This is an optimization exercise on Yosys and OpenROAD, whose aim is small area, not a production implementation.
At most, simulation tests tie the RTL to the original design; equivalence was not proved.
Power and IR drop assume default switching activity.

==> flow/design.v <==
package jac_pkg;
    localparam int ADC_BITS_DEF = 10;
endpackage
module joystick_axes_to_cursor_motion_unit #(
    parameter int ADC_BITS = 10
) (
    input  logic        clk,
    input  logic        rst_n,
    input  logic        s_axis_tvalid,
    output logic        s_axis_tready,
    input  logic [47:0] s_axis_tdata,
    output logic        m_axis_tvalid,
    input  logic        m_axis_tready,
    output logic [39:0] m_axis_tdata,
    input  logic        cfg_we,
    input  logic [2:0]  cfg_addr,
    input  logic [9:0]  cfg_data
);
    localparam logic [4:0] PH_IDLE  = 5'd0;
    localparam logic [4:0] PH_START = 5'd1;
    localparam logic [4:0] PH_N1    = 5'd2;    
    localparam logic [4:0] PH_N2    = 5'd3;    
    localparam logic [4:0] PH_S1    = 5'd4;    
    localparam logic [4:0] PH_S2    = 5'd5;    
    localparam logic [4:0] PH_D1    = 5'd6;    
    localparam logic [4:0] PH_D2    = 5'd7;    
    localparam logic [4:0] PH_M100  = 5'd16;    
    localparam logic [4:0] PH_DIVS  = 5'd25;    
    localparam logic [4:0] PH_LDPCT = 5'd8;   
    localparam logic [4:0] PH_DIVD  = 5'd26;   
    localparam logic [4:0] PH_MULP  = 5'd17;   
    localparam logic [4:0] PH_MULMS = 5'd19;   
    localparam logic [4:0] PH_DIV100= 5'd24;   
    localparam logic [4:0] PH_SFIX  = 5'd10;   
    localparam logic [4:0] PH_EMIT  = 5'd18;   
    localparam logic [4:0] PH_FLAG  = 5'd11;
    localparam logic [4:0] PH_ACC   = 5'd12;
    localparam logic [4:0] PH_VALID = 5'd14;   
    localparam logic [4:0] LF20 = 5'd7;    
    localparam logic [4:0] LF7 = 5'd29;    
    localparam logic [4:0] LF10 = 5'd27;    
    localparam logic [4:0] LF13 = 5'd3;    
    localparam logic [4:0] LF14 = 5'd17;    
    logic [4:0]  ph, ph_n;
    logic [4:0]  cnt, cnt_n;
    logic [1:0]  axis, lane;
    logic [22:0] z, znext;
    logic        zhold;
    logic [9:0]  m;
    logic        neg, zero, seen;
    logic [6:0]  acnt, cval;
    logic [9:0]  org [4];
    logic [9:0]  amin, amax;
    logic [7:0]  mspd, sdiv;
    logic [29:0] outr;    
    logic [9:0]  r_i, o_i;
    logic [7:0]  d_eff;
    logic [12:0] f;
    logic [11:0] y;
    logic        sub, rev;
    logic [12:0] sum;
    logic [13:0] cy;
    logic [8:0]  vc;
    logic [7:0]  ac;
    logic [6:0]  acnt_inc;
    logic [12:0] xa, yb;
    logic        ge;
    logic [6:0]  pctfix, sfix;
    logic        mb, ebit;
    logic [7:0]  v, vabs;
    logic        v_gt, v_lt, v_nz;
    logic [6:0]  cnew;
    logic        report;
    logic        last, last3;
    assign lane   = {axis[1], axis[1] ? axis[0] : !axis[0]};
    assign r_i    = s_axis_tdata[lane*10 +: 10];
    assign o_i    = org[lane];
    assign d_eff  = sdiv;
    assign f      = z[22:10];
    assign report = outr[29];
    assign last   = (cnt == 5'd1);
    always_comb
    begin
        ac[0] = 1'b1;
        for (int i = 0; i < 7; i++)
        begin
            acnt_inc[i] = acnt[i] ^ ac[i];
            ac[i+1]     = acnt[i] & ac[i];
        end
    end
    assign last3  = (ph == PH_EMIT) && (axis == 2'd3);
    always_comb
    begin
        if (ph[4])
        begin
            case (ph[1:0])
                2'd0:    y = {8'd100, 4'd0};
                2'd1:    y = {1'b0, m, ph[3]};    
                2'd2:    y = {3'd0, d_eff, 1'b0};
                default: y = {mspd, 4'd0};
            endcase
            sub = ph[3] && !f[12];
            rev = 1'b0;
        end
        else
        begin
            y   = {1'b0, o_i, 1'b0};
            rev = neg && (ph == PH_S2 || ph == PH_D2);
            sub = !rev;
        end
        xa     = rev ? ~f : f;
        yb     = sub ? ~{1'b0, y} : {1'b0, y};
        if (ph == PH_DIVS)
            cy[0] = !sub;
        else
            cy[0] = (sub | rev) && (ph != PH_S2);
        for (int i = 0; i < 13; i++)
        begin
            sum[i]  = xa[i] ^ yb[i] ^ cy[i];
            cy[i+1] = (xa[i] & yb[i]) | (cy[i] & (xa[i] ^ yb[i]));
        end
        ge  = !sum[12];
    end
    always_comb
    begin
        pctfix = zero ? 7'd0 : ((z[7] || z[6:0] >= 7'd100) ? 7'd100 : z[6:0]);
        sfix   = !report ? 7'd0 : ((z[14:7] != 8'd0) ? 7'd127 : z[6:0]);
        ebit   = z[0] ^ (neg & seen);
        mb     = (ph == PH_EMIT) ? ebit : z[0];
        v      = z[10:3];
        v_gt   = !v[7] && (v[6:0] > 7'd5);
        v_lt   = v[7] && (v[6:0] < 7'd123);
        v_nz   = v != 8'd0;
        vc[0]  = v[7];
        for (int i = 0; i < 8; i++)
        begin
            vabs[i]  = (v[i] ^ v[7]) ^ vc[i];
            vc[i+1]  = (v[i] ^ v[7]) & vc[i];
        end
        cnew   = (vabs >= 8'd99) ? 7'd99 : vabs[6:0];
    end
    always_comb
    begin
        if (ph[4] && ph[3])
        begin
            if (ph == PH_DIVD && last)
                znext = {12'd0, z[9:0], ge};
            else
                znext = {sum[11:0], z[9:0], ge};
        end
        else
        begin
            case (ph)
                PH_N1, PH_D1: znext = {2'b0, r_i, 11'd0};
                PH_S1:        znext = {2'b0, neg ? amin : amax, 11'd0};
                PH_D2:        znext = {sum, 10'd0};
                PH_LDPCT:     znext = {12'd0, pctfix, 4'd0};
                PH_SFIX:      znext = {16'd0, sfix};
                default:      znext = (mb && !last3) ? {1'b0, sum, z[9:1]}
                                                     : {1'b0, last3 & ebit, f[11:0], z[9:1]};
            endcase
        end
    end
    assign zhold = (ph == PH_IDLE) || (ph == PH_START) || (ph == PH_FLAG) || (ph == PH_ACC) || (ph == PH_VALID);
    always_comb
    begin
        ph_n  = ph;
        cnt_n = {cnt[3:0], cnt[4] ^ cnt[2]};
        case (ph)
            PH_IDLE:   if (s_axis_tvalid) ph_n = PH_START;
            PH_START:  ph_n = (acnt == 7'd100) ? PH_N1 : PH_SFIX;
            PH_N1:     ph_n = PH_N2;
            PH_N2:     ph_n = PH_S1;
            PH_S1:     ph_n = PH_S2;
            PH_S2:     ph_n = PH_D1;
            PH_D1:     ph_n = PH_D2;
            PH_D2:     begin ph_n = PH_M100; cnt_n = LF20; end
            PH_M100:   if (last) begin ph_n = PH_DIVS; cnt_n = LF7; end
            PH_DIVS:   if (last) ph_n = PH_LDPCT;
            PH_LDPCT:  begin ph_n = PH_DIVD; cnt_n = LF7; end
            PH_DIVD:   if (last) begin ph_n = PH_MULP; cnt_n = LF10; end
            PH_MULP:   if (last) begin ph_n = PH_MULMS; cnt_n = LF13; end
            PH_MULMS:  if (last) begin ph_n = PH_DIV100; cnt_n = LF14; end
            PH_DIV100: if (last) ph_n = PH_SFIX;
            PH_SFIX:   begin ph_n = PH_EMIT; cnt_n = LF7; end
            PH_EMIT:   if (last) ph_n = PH_FLAG;
            PH_FLAG:   ph_n = (axis == 2'd3) ? PH_ACC : (report ? PH_N1 : PH_SFIX);
            PH_ACC:    ph_n = PH_VALID;
            PH_VALID:  if (m_axis_tready) ph_n = PH_IDLE;
            default:   ph_n = PH_IDLE;
        endcase
    end
    assign s_axis_tready = (ph == PH_ACC);
    always_ff @(posedge clk or negedge rst_n)
    begin
        if (!rst_n)
        begin
            ph   <= PH_IDLE;
            acnt <= 7'd0;
            cval <= 7'd0;
            for (int i = 0; i < 4; i++)
                org[i] <= 10'd512;
            amin <= 10'd0;
            amax <= 10'd1023;
            mspd <= 8'd2;
            sdiv <= 8'd20;
        end
        else
        begin
            ph <= ph_n;
            if (ph == PH_ACC)
                acnt <= report ? cval : acnt_inc;
            if (ph == PH_FLAG && v_nz && !axis[1])
                cval <= cnew;
            if (cfg_we)
            begin
                case (cfg_addr)
                    3'd0: org[0] <= cfg_data;
                    3'd1: org[1] <= cfg_data;
                    3'd2: org[2] <= cfg_data;
                    3'd3: org[3] <= cfg_data;
                    3'd4: amin   <= cfg_data;
                    3'd5: amax   <= cfg_data;
                    3'd6: mspd   <= cfg_data[7:0];
                    3'd7: sdiv   <= {cfg_data[7:1], cfg_data[0] | (cfg_data[7:1] == 7'd0)};
                    default: ;
                endcase
            end
        end
    end
    always_ff @(posedge clk)
    begin
        cnt <= cnt_n;
        z[22]    <= znext[22];
        z[13:0]  <= znext[13:0];
        if (!zhold)
            z[21:14] <= znext[21:14];
        seen <= (ph != PH_SFIX) && (seen || z[0]);
        case (ph)
            PH_START:
            begin
                outr[29] <= acnt == 7'd100;
                axis     <= 2'd0;
            end
            PH_N2:     neg <= !ge;
            PH_S2:
            begin
                m    <= sum[10:1];       
                zero <= !ge;                 
            end
            PH_LDPCT:  m <= {3'd0, pctfix};
            PH_ACC:    m[9] <= !s_axis_tdata[40];
            PH_FLAG:
            begin
                axis <= {axis[1] ^ axis[0], !axis[0]};
                if (axis == 2'd0)
                begin
                    outr[26] <= v_gt;
                    outr[27] <= v_lt;
                end
                if (axis == 2'd1)
                begin
                    outr[24] <= v_gt;
                    outr[25] <= v_lt;
                end
            end
            default: ;
        endcase
        if (ph == PH_EMIT)
        begin
            if (axis != 2'd3)
                outr[23:0] <= {ebit, outr[23:1]};
        end
    end
    assign m_axis_tvalid = (ph == PH_VALID);
    assign m_axis_tdata  = {2'b00, outr[29], m[9], outr[27:24], z[21:14], outr[23:16], outr[7:0], outr[15:8]};
endmodule
clock: 8.0 ns
lec_check: 0
cap_margin: 20
core_margin: 2
core_utilization: 65
slew_margin: 20
standard.sh (not shown) runs the stock make flow with config.mk's settings and CLKGATE_MAP_FILE= SYNTH_SCRIPT=/design/flow/synth_recipe.tcl, a recipe that flattens the netlist after the stock synthesis.
==> flow/flow/run.sh <==
#!/bin/bash
set -euo pipefail
bash standard.sh \
  "BUFFER_PORTS_ARGS=-buffer_cell sky130_fd_sc_hd__buf_1" \
  "CTS_ARGS=-sink_clustering_enable -repair_clock_nets -dont_use_dummy_load -buf_list sky130_fd_sc_hd__clkbuf_8" \
  finish > run_standard.log 2>&1
The baseline finished clean.
Change:
--- a/flow/design.v
+++ b/flow/design.v
@@ -92,13 +92,13 @@
     always_comb
     begin
         if (ph[4])
         begin
             case (ph[1:0])
                 2'd0:    y = {8'd100, 4'd0};
-                2'd1:    y = {1'b0, m, ph[3]};    
+                2'd1:    y = {1'b0, m, 1'b0};
                 2'd2:    y = {3'd0, d_eff, 1'b0};
                 default: y = {mspd, 4'd0};
             endcase
             sub = ph[3] && !f[12];
             rev = 1'b0;
         end
@@ -107,16 +107,13 @@
             y   = {1'b0, o_i, 1'b0};
             rev = neg && (ph == PH_S2 || ph == PH_D2);
             sub = !rev;
         end
         xa     = rev ? ~f : f;
         yb     = sub ? ~{1'b0, y} : {1'b0, y};
-        if (ph == PH_DIVS)
-            cy[0] = !sub;
-        else
-            cy[0] = (sub | rev) && (ph != PH_S2);
+        cy[0]  = sub | rev;
         for (int i = 0; i < 13; i++)
         begin
             sum[i]  = xa[i] ^ yb[i] ^ cy[i];
             cy[i+1] = (xa[i] & yb[i]) | (cy[i] & (xa[i] ^ yb[i]));
         end
         ge  = !sum[12];
@@ -242,14 +239,14 @@
                 outr[29] <= acnt == 7'd100;
                 axis     <= 2'd0;
             end
             PH_N2:     neg <= !ge;
             PH_S2:
             begin
-                m    <= sum[10:1];       
-                zero <= !ge;                 
+                m    <= sum[10:1];
+                zero <= !ge || (sum[10:1] == 10'd0);
             end
             PH_LDPCT:  m <= {3'd0, pctfix};
             PH_ACC:    m[9] <= !s_axis_tdata[40];
             PH_FLAG:
             begin
                 axis <= {axis[1] ^ axis[0], !axis[0]};
=> The new run went through all stages and came out clean; clock-buffer cell count is unchanged; synthesized cell count barely changes; routed wire length climbs by 0.50%; area after synthesis climbs by 0.65%; fmax drops by 1.5%.

---

== rev 12 ==
joystick_axes_to_cursor_motion_unit, a different RTL version from the one above (not shown whole).
For scale: ~800 cells after synthesis, ~110 I/O pins, ~0.0093 mm2 of cells after synthesis.
export LEC_CHECK = 0
export CAP_MARGIN = 20
export CORE_MARGIN = 2
export CORE_UTILIZATION = 65
export SLEW_MARGIN = 20
create_clock -name core_clock -period 8.0 [get_ports {clk}]
Scripts as last shown in full above: flow/flow/run.sh
Setup changes, rev 12 to rev 13
--- a/flow/design.v
+++ b/flow/design.v
@@ -57,21 +57,20 @@
     logic [7:0]  d_eff;
     logic [12:0] f;
     logic [11:0] y;
     logic        sub, rev;
     logic [12:0] sum;
     logic [13:0] cy;
+    logic [8:0]  vc;
     logic [7:0]  ac;
     logic [6:0]  acnt_inc;
     logic [12:0] xa, yb;
     logic        ge;
     logic [6:0]  pctfix, sfix;
     logic        mb, ebit;
-    logic [7:0]  v;
-    logic [6:0]  vones, ain;
-    logic        vclamp, cnew_neg, cneg;
+    logic [7:0]  v, vabs;
     logic        v_gt, v_lt, v_nz;
     logic [6:0]  cnew;
     logic        report;
     logic        last, last3;
     assign lane   = {axis[1], axis[1] ? axis[0] : !axis[0]};
     assign r_i    = s_axis_tdata[lane*10 +: 10];
@@ -79,18 +78,17 @@
     assign d_eff  = sdiv;
     assign f      = z[22:10];
     assign report = outr[29];
     assign last   = (cnt == 5'd1);
     always_comb
     begin
-        ain   = report ? cval : acnt;
-        ac[0] = report ? cneg : 1'b1;
+        ac[0] = 1'b1;
         for (int i = 0; i < 7; i++)
         begin
-            acnt_inc[i] = ain[i] ^ ac[i];
-            ac[i+1]     = ain[i] & ac[i];
+            acnt_inc[i] = acnt[i] ^ ac[i];
+            ac[i+1]     = acnt[i] & ac[i];
         end
     end
     assign last3  = (ph == PH_EMIT) && (axis == 2'd3);
     always_comb
     begin
         if (ph[4])
@@ -127,16 +125,19 @@
         ebit   = z[0] ^ (neg & seen);
         mb     = (ph == PH_EMIT) ? ebit : z[0];
         v      = z[10:3];
         v_gt   = !v[7] && (v[6:0] > 7'd5);
         v_lt   = v[7] && (v[6:0] < 7'd123);
         v_nz   = v != 8'd0;
-        vones  = v[6:0] ^ {7{v[7]}};
-        vclamp = v[7] ? (vones >= 7'd98) : (vones >= 7'd99);
-        cnew   = vclamp ? 7'd99 : vones;
-        cnew_neg = v[7] && !vclamp;
+        vc[0]  = v[7];
+        for (int i = 0; i < 8; i++)
+        begin
+            vabs[i]  = (v[i] ^ v[7]) ^ vc[i];
+            vc[i+1]  = (v[i] ^ v[7]) & vc[i];
+        end
+        cnew   = (vabs >= 8'd99) ? 7'd99 : vabs[6:0];
     end
     always_comb
     begin
         if (ph[4] && ph[3])
         begin
             if (ph == PH_DIVD && last)
@@ -191,13 +192,12 @@
         if (!rst_n)
         begin
             ph   <= PH_IDLE;
             oval <= 1'b0;
             acnt <= 7'd0;
             cval <= 7'd0;
-            cneg <= 1'b0;
             for (int i = 0; i < 4; i++)
                 org[i] <= 10'd512;
             amin <= 10'd0;
             amax <= 10'd1023;
             mspd <= 8'd2;
             sdiv <= 8'd20;
@@ -205,21 +205,18 @@
         else
         begin
             ph <= ph_n;
             if (ph == PH_ACC)
             begin
                 oval <= 1'b1;
-                acnt <= acnt_inc;
+                acnt <= report ? cval : acnt_inc;
             end
             else if (m_axis_tready)
                 oval <= 1'b0;
             if (ph == PH_FLAG && v_nz && !axis[1])
-            begin
                 cval <= cnew;
-                cneg <= cnew_neg;
-            end
             if (cfg_we)
             begin
                 case (cfg_addr)
                     3'd0: org[0] <= cfg_data;
                     3'd1: org[1] <= cfg_data;
                     3'd2: org[2] <= cfg_data;
Findings:
- As far as non-clock buffer count goes, rev 12 and rev 13 are indistinguishable; the numbers are identical.
- Re final standard cell count with taps included and fillers excluded: rev 13 is 12 up on rev 12.
- Relative to rev 12, rev 13 improves area after synthesis.
- Slowest cell on the critical path: sky130_fd_sc_hd__edfxtp_1 -> rev 12, sky130_fd_sc_hd__fa_1 -> rev 13
- Re number of pins exceeding their max-slew limit in the final report: no difference whatsoever between rev 13 and rev 12.
- Compared with rev 12, rev 13 shows a lower worst setup slack.
- Of rev 13 and rev 12, the run reporting the lower part of the power in combinational logic was rev 12.
- Rev 12 → rev 13: first-pass GRT wire length has decreased; share of synthesized registers carrying an async set or reset has decreased; routed wire length has decreased; cell area reported after detailed placement has decreased; total power has remained practically unchanged.
Function not checked in rev 12: the RTL went through the layout flow alone.

[re-timing with driven ports]
The flow's constraints put no driver on any port. The routed layouts listed below were extracted and timed again, unchanged, in two steps. Step 1 sets driving cells, clkbuf_16 on the clock port and buf_2 on the other inputs (assumed; they add their load-dependent delay and slew). Step 2 also shifts input and output timing later by t, the mid clock arrival at the registers, as if the neighbouring blocks saw the same clock. a / b / c = ideal / step 1 / step 2; a / b = the first two.
| run | shift t [ns] | slack for setup (ns) | worst slew at a driven data input, ns |
|---|---|---|---|
| the first run of note 1 | 0.485 | 1.031 / 1.031 / 1.031 | 0.05 |
| the second run of note 1 | 0.490 | 0.928 / 0.928 / 0.928 | 0.05 |
| rev 12 | 0.487 | 0.829 / 0.829 / 0.829 | 0.04 |
| rev 13 | 0.488 | 0.770 / 0.770 / 0.770 | 0.04 |
After both steps every run listed still meets setup and hold.
